From an optimization exercise on the open Yosys and OpenROAD flow, aimed at a short achievable clock period and few clock cycles per item; shortcuts taken in it are not production practice. Function was checked by simulation only, so behaviour that the tests miss may differ from the original. Power figures rest on the tool's default switching activity, not on a simulated workload.

Design rv_core, start of the top module:
module rv_core (
  input  logic        clk,
  input  logic        reset_i,
  output logic [31:0] imem_addr_o,
  input  logic [31:0] imem_data_i,
  output logic [31:0] dmem_addr_o,
  output logic [31:0] dmem_wdata_o,
  output logic [3:0]  dmem_wstrb_o,
  output logic        dmem_we_o,
  input  logic [31:0] dmem_rdata_i,
  input  logic        dmem_stall_i,
  output logic        wb_valid_o,
  output logic [4:0]  wb_addr_o,
  output logic [31:0] wb_data_o
);
clock: 7.5 ns
lec_check: 0
abc_clock_period_in_ps: 2500
cap_margin: 20
core_margin: 2
core_utilization: 40
setup_slack_margin: 4.5
slew_margin: 20
tns_end_percent: 100
run.sh (not shown) runs the stock make flow with config.mk's settings and CLKGATE_MAP_FILE= SYNTH_SCRIPT=/design/flow/synth_recipe.tcl, a recipe that flattens the netlist after the stock synthesis.
Testbench counts at the start, summed over its fixed seeds: cycles 11,705, instrs 11,200.
Change:
--- a/flow/design.v
+++ b/flow/design.v
@@ -160,23 +160,20 @@
   logic        x_rw;
   logic [1:0]  x_width;
   logic        x_sign;
   logic [31:0] m_result;
   logic [4:0]  m_rd;
   logic        m_v;
   logic [31:0] w_data;
   logic [4:0]  w_rd;
   logic        w_v;
   logic [31:0] regs [1:31];
-  logic        z1, z2;      
-  logic        mh1, mh2;    
-  logic        wh1, wh2;    
   logic [31:0] res;   
   logic pkeep;    
   logic hold;     
   logic pbusy;    
   logic agi;      
   logic memwait;  
   logic front;    
   assign pkeep   = dmem_stall_i & (x_load | x_store);
   assign hold    = dmem_stall_i & x_load;
   assign pbusy   = dmem_stall_i & x_store;
@@ -220,72 +217,46 @@
   assign is_store = d1_valid && opc == OPC_STORE;
   assign use1 = (is_alu | is_load | is_store) && rs1 != 5'd0;
   assign use2 = (is_op | is_store) && rs2 != 5'd0;
   assign rw   = (is_alu | is_lui | is_auipc | is_load) && rd != 5'd0;
   always_comb begin
     if (is_lui | is_auipc) imm = {d1_instr[31:12], 12'b0};
     else if (is_store)     imm = {{20{d1_instr[31]}}, d1_instr[31:25], d1_instr[11:7]};
     else                   imm = {{20{d1_instr[31]}}, d1_instr[31:20]};
   end
   always_comb begin
-    if (z1) rf1 = '0;
-    else if (mh1) rf1 = m_result;
-    else if (wh1) rf1 = w_data;
+    if (rs1 == 5'd0) rf1 = '0;
+    else if (m_v && m_rd == rs1) rf1 = m_result;
+    else if (w_v && w_rd == rs1) rf1 = w_data;
     else rf1 = regs[rs1];
-    if (z2) rf2 = '0;
-    else if (mh2) rf2 = m_result;
-    else if (wh2) rf2 = w_data;
+    if (rs2 == 5'd0) rf2 = '0;
+    else if (m_v && m_rd == rs2) rf2 = m_result;
+    else if (w_v && w_rd == rs2) rf2 = w_data;
     else rf2 = regs[rs2];
   end
   always_ff @(posedge clk) begin
     if (w_v) regs[w_rd] <= w_data;
   end
-  logic [4:0] in_rs1, in_rs2;
-  logic [6:0] in_opc;
-  logic       in_use1, in_use2;
-  logic       h1a, h1b, h2a, h2b;
-  assign in_opc  = imem_data_i[6:0];
-  assign in_rs1  = imem_data_i[19:15];
-  assign in_rs2  = imem_data_i[24:20];
-  assign in_use1 = (in_opc == OPC_OP || in_opc == OPC_OP_IMM || in_opc == OPC_LOAD ||
-                    in_opc == OPC_STORE) && in_rs1 != 5'd0;
-  assign in_use2 = (in_opc == OPC_OP || in_opc == OPC_STORE) && in_rs2 != 5'd0;
-  always_ff @(posedge clk) begin
-    z1  <= front ? rs1 == 5'd0 : in_rs1 == 5'd0;
-    z2  <= front ? rs2 == 5'd0 : in_rs2 == 5'd0;
-    mh1 <= !hold && x_rw && (front ? x_rd == rs1 : x_rd == in_rs1);
-    mh2 <= !hold && x_rw && (front ? x_rd == rs2 : x_rd == in_rs2);
-    wh1 <= m_v && (front ? m_rd == rs1 : m_rd == in_rs1);
-    wh2 <= m_v && (front ? m_rd == rs2 : m_rd == in_rs2);
-  end
-  always_ff @(posedge clk) begin
-    if (!hold) begin
-      h1a <= in_use1 && in_rs1 == d2_rd;
-      h1b <= in_use2 && in_rs2 == d2_rd;
-      h2a <= use1 && rs1 == d2_rd;
-      h2b <= use2 && rs2 == d2_rd;
-    end
-  end
   logic [31:0] fix1, fix2, base, bsel, agu;
   logic        fwd1, fwd2;
-  assign fwd1 = !hold && x_rw && (front ? h2a : h1a);
-  assign fwd2 = !hold && x_rw && (front ? h2b : h1b);
+  assign fwd1 = !hold && x_rw && x_rd == (front ? d2_rs1 : rs1) && (front ? d2_use1 : use1);
+  assign fwd2 = !hold && x_rw && x_rd == (front ? d2_rs2 : rs2) && (front ? d2_use2 : use2);
   always_comb begin
     fix1 = d2_rf1;
     fix2 = d2_rf2;
     if (d2_lui)        base = '0;
     else if (d2_auipc) base = {d2_pc, 2'b00};
     else               base = fix1;
     bsel = d2_op ? fix2 : d2_imm;
     agu  = ks_add(fix1, d2_imm);
   end
-  assign agi = (d2_load | d2_store) && x_rw && h2a;
+  assign agi = (d2_load | d2_store) && d2_use1 && x_rw && x_rd == d2_rs1;
   always_ff @(posedge clk) begin
     if (reset_i) begin
       d2_rw    <= 1'b0;
       d2_load  <= 1'b0;
       d2_store <= 1'b0;
       d2_use1  <= 1'b0;
       d2_use2  <= 1'b0;
     end else if (!front) begin
       d2_rw    <= rw;
       d2_load  <= is_load;
@@ -316,23 +287,23 @@
       d2_sltu   <= is_alu && f3 == 3'b011;
       d2_xor    <= is_alu && f3 == 3'b100;
       d2_srl    <= is_alu && f3 == 3'b101 && !d1_instr[30];
       d2_sra    <= is_alu && f3 == 3'b101 && d1_instr[30];
       d2_or     <= is_alu && f3 == 3'b110;
       d2_and    <= is_alu && f3 == 3'b111;
     end
   end
   logic        fa, fb, fs;
   logic [31:0] sd;
-  assign fa = x_rw && h2a;
-  assign fb = d2_op && x_rw && h2b;
-  assign fs = d2_store && x_rw && h2b;
+  assign fa = d2_use1 && x_rw && x_rd == d2_rs1;
+  assign fb = d2_op && d2_use2 && x_rw && x_rd == d2_rs2;
+  assign fs = d2_store && d2_use2 && x_rw && x_rd == d2_rs2;
   assign sd = fs ? res : fix2;
   always_ff @(posedge clk) begin
     x_a   <= fa ? res : base;
     x_ash <= fa ? (d2_sll ? rev32(res) : res) : (d2_sll ? rev32(base) : base);
     x_b   <= fb ? res : bsel;
     x_bx  <= fb ? (d2_sub ? ~res : res) : (d2_sub ? ~bsel : bsel);
     x_sh1 <= fb ? onehot4(res[1:0]) : onehot4(bsel[1:0]);
     x_sh4 <= fb ? onehot8(res[4:2]) : onehot8(bsel[4:2]);
   end
   always_ff @(posedge clk) begin
Result:
- utilization is lower by 0.91 points
- first-iteration DRC count is lower by 5.5%
- fmax is lower by 1.3%
- clock power is lower by 2.7%
- synthesized area is higher by about 0.4%
- count of clock-buffer cells in the layout is higher by 22
- cell area is lower by 1.0%
- final cell count is about the same
- worst setup slack gets worse by 0.044 ns
- sequential power barely changes
- die area is higher by about 0.4%
- clock skew is higher by 0.011 ns
- routed wire length stays flat
Testbench counts after the change, summed over its fixed seeds: cycles 11,705, instrs 11,200.

port drivers added, routing unchanged:
The results above use ideal ports. As a check the final layouts listed here were re-extracted and re-timed, cells and wires unchanged. Step 1, drivers: a clkbuf_16 drives clk and a buf_2 each remaining input, both assumed. Step 2 times the ports against the registers' clock, not the clock port: input delays grow and output delays shrink by t, the midpoint of the rising clock arrivals with the driver on. Three values: ideal, step 1, step 2; two values: the first two.
| run | t (ns) | setup WS [ns] | worst setup path after step 2 | slew at the worst register clock pin (ns) |
|---|---|---|---|---|
| the first run | 0.909 | 4.133 / 4.133 / 3.497 | input to register | 0.07 / 0.07 |
| the second run | 0.933 | 4.089 / 4.089 / 3.319 | input to register | 0.07 / 0.07 |
After both steps setup and hold are still met in every run listed. The setup slack of the second run, which loses most, moves by 0.000 ns with the drivers and by -0.770 ns with both steps.
